This is an optimization exercise on Yosys and OpenROAD, whose aim is small area, a short achievable clock period and few clock cycles per item, not a production implementation.
In this exercise RTL edits were held to simulation tests only and were not proved equivalent to the original.
No activity file was given, so power comes from the tool's default toggle rates.

==> flow/config.mk <==
export PLATFORM = sky130hd
export DESIGN_NAME = hw_scan_ctrl
export DESIGN_NICKNAME = hw_scan_ctrl
export VERILOG_FILES = /design/flow/design.v
export SDC_FILE = /design/flow/constraint.sdc
export NUM_CORES = 4
export LEC_CHECK = 0
export CAP_MARGIN = 20
export CORE_MARGIN = 2
export CORE_UTILIZATION = 40
export SLEW_MARGIN = 20
==> flow/run.sh <==
#!/bin/bash
# synth_recipe.tcl (not shown) runs the flow's synth.tcl, then flattens the netlist and writes it again
# the make line also repeats each setting of config.mk as NAME=value (left out here)
make -C /OpenROAD-flow-scripts/flow DESIGN_CONFIG=/design/flow/config.mk WORK_HOME=/design/flow/orfs CLKGATE_MAP_FILE= SYNTH_SCRIPT=/design/flow/synth_recipe.tcl finish
==> flow/constraint.sdc <==
create_clock -name core_clock -period 8.5 [get_ports {clk}]
set_input_delay 1.7000 -clock core_clock [delete_from_list [all_inputs] [get_ports {clk}]]
set_output_delay 1.7000 -clock core_clock [all_outputs]
set_load 0.01 [all_outputs]
==> flow/design.v <==
module hw_scan_ctrl #(
  parameter int VEC_W   = 1024,
  parameter int WORD_W  = 32,
  parameter int MAX_LOC = 32
) (
  input  logic                       clk,
  input  logic                       rst,
  input  logic                       i_in_valid,
  output logic                       o_in_ready,
  input  logic [VEC_W-1:0]           i_in_data,
  output logic                       o_loc_valid,
  input  logic                       i_loc_ready,
  output logic [$clog2(VEC_W)-1:0]   o_loc_data,
  output logic [$clog2(MAX_LOC)-1:0] o_loc_ord,
  output logic                       o_done_valid,
  input  logic                       i_done_ready,
  output logic [$clog2(VEC_W):0]     o_done_count,
  output logic                       o_done_trunc
);
  localparam int NWORDS = VEC_W / WORD_W;
  localparam int IDX_W  = $clog2(NWORDS);
  localparam int BIT_W  = $clog2(WORD_W);
  localparam int LOC_W  = $clog2(VEC_W);
  localparam int ORD_W  = $clog2(MAX_LOC);
  localparam int NUM_W  = ORD_W + 1;
  localparam int CNT_W  = LOC_W + 1;
  localparam logic [NUM_W-1:0] CAP = NUM_W'(MAX_LOC);
  localparam logic [IDX_W-1:0] FIRST_IDX = '0;
  localparam logic [IDX_W-1:0] LAST_IDX  = IDX_W'(NWORDS - 1);
  typedef enum logic [1:0] {IDLE, SCAN, DONE} state_t;
  state_t             r_state, w_nextState;
  logic [VEC_W-1:0]   r_vec;
  logic [WORD_W-1:0]  r_curWord, w_nxtWord;
  logic [IDX_W-1:0]   r_wordIdx, w_nxtIdx;
  logic [NUM_W-1:0]   r_locNum, w_nxtLocNum;
  logic [CNT_W-1:0]   r_count, w_nxtCount;
  logic               r_locValid;
  logic [LOC_W-1:0]   r_locData;
  logic [ORD_W-1:0]   r_locOrd;
  logic [BIT_W-1:0]   w_nxtBit;
  logic               w_emit;
  function automatic logic [CNT_W-1:0] popcnt(input logic [WORD_W-1:0] w);
    logic [CNT_W-1:0] s;
    s = '0;
    for (int b = 0; b < WORD_W; b++) s = s + {{(CNT_W-1){1'b0}}, w[b]};
    popcnt = s;
  endfunction
  always_comb begin
    w_nextState = r_state;
    w_nxtWord   = r_curWord;
    w_nxtIdx    = r_wordIdx;
    w_nxtLocNum = r_locNum;
    w_nxtCount  = r_count;
    w_emit      = (r_curWord != '0) && (r_locNum < CAP);
    case (r_state)
      IDLE: begin
        if (i_in_valid) begin
          w_nextState = SCAN;
          w_nxtIdx    = FIRST_IDX;
          w_nxtWord   = i_in_data[int'(FIRST_IDX)*WORD_W +: WORD_W];
          w_nxtLocNum = '0;
          w_nxtCount  = popcnt(w_nxtWord);
        end
      end
      SCAN: begin
        if (w_emit) begin
          if (i_loc_ready) begin
            w_nxtWord   = r_curWord & ~(WORD_W'(1) << r_locData[BIT_W-1:0]);
            w_nxtLocNum = r_locNum + 1'b1;
          end
        end else if (r_wordIdx == LAST_IDX) begin
          w_nextState = DONE;
        end else begin
          w_nxtIdx = r_wordIdx + 1'b1;
          w_nxtWord  = r_vec[int'(w_nxtIdx)*WORD_W +: WORD_W];
          w_nxtCount = r_count + popcnt(w_nxtWord);
        end
      end
      DONE: begin
        if (i_done_ready) w_nextState = IDLE;
      end
      default: w_nextState = IDLE;
    endcase
  end
  always_comb begin
    w_nxtBit = '0;
    for (int b = WORD_W - 1; b >= 0; b--) if (w_nxtWord[b]) w_nxtBit = BIT_W'(b);
  end
  always_ff @(posedge clk or posedge rst) begin
    if (rst) begin
      r_state    <= IDLE;
      r_vec      <= '0;
      r_curWord  <= '0;
      r_wordIdx  <= '0;
      r_locNum   <= '0;
      r_count    <= '0;
      r_locValid <= 1'b0;
      r_locData  <= '0;
      r_locOrd   <= '0;
    end else begin
      r_state <= w_nextState;
      if (r_state == IDLE && i_in_valid) r_vec <= i_in_data;
      r_curWord  <= w_nxtWord;
      r_wordIdx  <= w_nxtIdx;
      r_locNum   <= w_nxtLocNum;
      r_count    <= w_nxtCount;
      r_locValid <= (w_nextState == SCAN) && (w_nxtWord != '0) && (w_nxtLocNum < CAP);
      r_locData  <= {w_nxtIdx, w_nxtBit};
      r_locOrd   <= w_nxtLocNum[ORD_W-1:0];
    end
  end
  assign o_in_ready   = (r_state == IDLE);
  assign o_loc_valid  = r_locValid;
  assign o_loc_data   = r_locData;
  assign o_loc_ord    = r_locOrd;
  assign o_done_valid = (r_state == DONE);
  assign o_done_count = (r_state == DONE) ? r_count : '0;
  assign o_done_trunc = (r_state == DONE) && (r_count > CNT_W'(MAX_LOC));
endmodule
==> parameters.txt <==
Parameter                              Value

Pwr
  Internal ... 18.2 mW
  Switch Pwr ... 13.0 mW
  Power share of the sequential group ... 29.5%
  Power per Cell Area ... 451 nW/µm²
  Final total power ... 31.2 mW
  Clock network fraction of total power ... 17.8%
  Switching share of power ... 41.6%
  Max IR drop VDD ... 1.41 mV
  Portion of total power attributed to combinational logic ... 52.7%
  Leakage ... 33.0 nW

Timing
  Minimum clock period after layout ... 8.28 ns
  Maximum achievable frequency ... 121 MHz
  Final TNS setup ... 0 ns
  Period Utilization, post-route ... 97.4%
  Final count of negative-setup-slack endpoints ... 0
  Slew Limit Fails ... 0
  Slew of the pin with the lowest slew margin ... 1.07 ns
  Hold Fails Final Rpt ... 0
  Setup Skew ... 0.0248 ns
  Worst max-slew margin expressed relative to the limit ... 28.7%

Critical path
  Slowest cell on crit path ... mux4_2
  Most frequent cell on the critical path ... fa_1
  Critical-path maximum fanout ... 34
  Kind of end point of the critical path ... flop
  Type of origin of the critical path ... flop
  Worst path required time ... 9.07 ns
  Data arrival at the endpoint of the critical path ... 8.84 ns
  Category of the critical setup timing path ... flop to flop
  Worst Path Buf+Inv ... 6
  Crit path max-delay family ... adder cells
  Highest cell delay on the worst timing path ... 0.58 ns

Floorplan
  DIE WIDTH ... 366 µm
  Number of top-level pins ... 1059
  Row Count ... 132
  Die ar. ... 134000 µm²
  Initial standard-cell utilization of the core ... 40.4%
  Core region area ... 130000 µm²
  Die boundary height ... 366 µm

Yosys
  Cell type with the largest total area after synthesis ... dfrtp_1
  Average instance area after synthesis ... 9.22 µm²
  Largest cells by area after synthesis ... dfrtp_1 (52%), nand2_1 (23%), mux4_2 (10%), fa_1 (1.9%), clkbuf_1 (1.8%)
  FFs w/ async S/R, synth ... 100%
  Fraction of the yosys area taken by sequential cells ... 51.8%
  Fraction of post-synthesis cell area in the top cell type by area ... 51.8%
  Primary FF master, synth ... dfrtp_1
  Number of enable flip-flop cells after synthesis ... 0
  Total number of yosys warnings ... 1
  Count of unique library cells instantiated by Yosys ... 73
  Gate count after technology mapping ... 5684
  Synthesized netlist net count ... 6789
  Count of state elements after synthesis ... 1086
  Mapped Area ... 52400 µm²

Place
  Cell Area, Placed ... 64800 µm²
  Final GP Congestion ... 0.984
  Half-perimeter wire length after placement ... 182 mm
  Number of buffer cells added on primary ports ... 1058

Job
  Max Cap Viol ... 0

Finish
  Area Growth Syn to Fin ... 31.9%
  Proportion of layout cells with a drive suffix above 1 ... 8.95%
  Total Nets Final ... 7735
  # fillers ... 12000
  Post-layout utilization of the core ... 53.3%
  Final instance area ... 69200 µm²

Global route
  Via count of the first global-routing pass ... 45800
  Initial antenna violation count ... 22
  Global-route wire length before repair ... 331 mm
  Maximum number of pins on one net before global-route repair ... 221
  Combined global-route utilization of all metal layers ... 34.2%
  Aggregate global routing overflow ... 0

Clocking
  Number of H-tree levels ... 3
  Cts bufs inserted ... 118
  Library cell used as clock root buffer ... clkbuf_16
  Number of hold-repair buffers added at the cts stage ... 0
  Clock tree from TritonCTS ... done
  Clock Latency Late Sink ... 0.74 ns
  Number of clock sinks seen by CTS ... 1086
  Clk pin slew, worst setup/hold paths ... 0.06 ns
  Max Buffers Root-to-Sink ... 3

Min path
  Tightest Hold Check Type ... flop to flop
  Start point of the worst min-delay path ... r_vec[738]

Routing
  Average wire per cell in the routed design ... 27.5 µm
  Overall routed net length ... 233 mm
  Via Count ... 45800
  Antenna viol nets, final ... 0
  Average vias per placed instance ... 5.40
  1st-iter DRT viols ... 5066
  Drt drc ... 0
  Number of detailed-routing iterations run before antenna repair ... 7

Status
  Outcome ... finished clean
-- logic make-up (layout without fill, tap and decap cells) --
group | after synthesis | in the layout | synth area share, %
and+or+nand+nor | 3510 | 3510 | 26.0
DFF | 1086 | 1086 | 51.8
buffers and inverters | 442 | 1487 | 3.86
muxes | 351 | 351 | 12.8
AOI/OAI and AO/OA | 202 | 202 | 2.67
adders and majority gates | 76 | 76 | 2.53
xor gates and xnor gates | 17 | 17 | 0.298
other | 0 | 12 | 0
-- Yosys cell counts (12+ instances only) --
cell type,number
nand2_1,3224
dfrtp_1,1086
clkbuf_1,258
mux4_2,238
inv_1,89
mux2i_1,85
nor2_1,78
nand3_1,57
fa_1,50
o21ai_0,47
nand4_1,46
a21oi_1,42
buf_2,33
buf_4,29
ha_1,26
buf_6,24
nor2b_1,19
and2_1,17
nor4_1,17
mux2_2,15
o211ai_1,13
nor3_1,12
-- worst min-delay path: stages, from the launching register on --
cell	delay (ns)
dfrtp_1	0.33
nand2_1	0.05
nand2_1	0.06
-- power by group through the flow --
stage,Sequential (mW),Clock (mW),Combinational [mW]
floorplan,8.50,0,11.9
global placement,9.19,0,16.4
detailed placement,9.18,0,16.4
CTS,9.13,5.62,16.5
global route,9.38,5.83,17.8
finish,9.20,5.55,16.4
-- cell usage in the layout, fill, tap and decap left out, types with 17 or more instances in the layout --
| cell | synthesis | layout |
|---|---|---|
| dfrtp_1 | 1086 | 1085 |
| nor2_1 | 78 | 78 |
| mux2i_1 | 85 | 84 |
| buf_4 | 29 | 88 |
| clkbuf_16 | 0 | 119 |
| mux4_2 | 238 | 238 |
| clkdlybuf4s50_1 | 0 | 1058 |
| ha_1 | 26 | 24 |
| bufinv_16 | 0 | 17 |
| nand4_1 | 46 | 46 |
| clkbuf_1 | 258 | 21 |
| nor4_1 | 17 | 17 |
| nand3_1 | 57 | 56 |
| fa_1 | 50 | 50 |
| a21oi_1 | 42 | 42 |
| clkinv_2 | 0 | 21 |
| o21ai_0 | 47 | 47 |
| clkbuf_8 | 0 | 28 |
| nand2_1 | 3224 | 3223 |
| nor2b_1 | 19 | 19 |
| buf_12 | 2 | 28 |
| inv_1 | 89 | 88 |
-- state kept, by name, indices dropped and copies added, names as in the netlist, named ones only --
signal and flops:
r_locValid 1, r_vec 1024, r_locData 5, r_curWord 32
r_locNum 1, r_count 11, r_state 2
-- final timing paths --
path | end | slack, ns | depth (start not counted)
max in group asynchronous | r_vec[337] | 5.32 | 5
worst min-delay path | r_vec[738] | 0.47 | 2
worst max-delay path | r_count[8] | 0.22 | 27
min in group asynchronous | r_vec[948] | 1.31 | 2
worst max register to register | r_count[8] | 0.22 | 27
worst min register to register | r_vec[738] | 0.47 | 2
-- cell type report --
type                            count  area (µm²)  share of cell area [%]
Sequential cell                  1086       27200                    39.3
Multi-Input combinational cell   4156       23300                    33.7
Timing Repair Buffer             1179       11900                    17.2
Clock buffer                      167        3420                    4.94
Tap cell                         1742        2180                    3.15
Clock inverter                     52         782                    1.13
Inverter                           89         338                   0.488
Antenna cell                       12        30.0                  0.0434
-- metal layers --
metal,track usage [%],vias up,routed length [µm]
li1,-,20200,-
met1,45.6,23100,94100
met2,55.3,2000,111000
met3,6.48,389,17200
met4,13.6,16,10500
met5,0,-,106
-- what timing repair did --
item | 4_1_cts | 5_1_grt
gates resized for setup | 0 | 6
setup endpoints to repair | 0 | 2
buffers inserted | 0 | 5
-- through the flow --
step	instances	hold slack, ns	setup slack [ns]
3_3_place_gp	8245	0.451	0.182
3_5_place_dp	8245	0.454	0.178
2_1_floorplan	5684	0.437	-8.18
4_1_cts	8464	0.468	0.160
6_report	8483	0.469	0.223
5_1_grt	8480	0.479	-0.00702
Testbench counts, summed over its fixed seeds: cycles 94,459, items 1,920.

==> afterwards: timing with drivers on the ports <==
How much do the figures lean on ideal ports? The routed layout below was timed once more, with nothing changed but the port constraints. Step 1, drivers: a clkbuf_16 drives clk and a buf_2 each remaining input, both assumed. Step 2 also shifts input and output timing later by t, the mid clock arrival at the registers, as if the neighbouring blocks saw the same clock. Slacks: ideal ports / drivers / drivers and shift; pairs: ideal ports / drivers.
t (ns): 0.801
setup slack, ns: 0.223 / 0.223 / 0.223
worst register clock-pin slew, ns: 0.07 / 0.07
After both steps this run still meets setup and hold. The setup slack of this run moves by 0.000 ns with the drivers and by 0.000 ns with both steps.
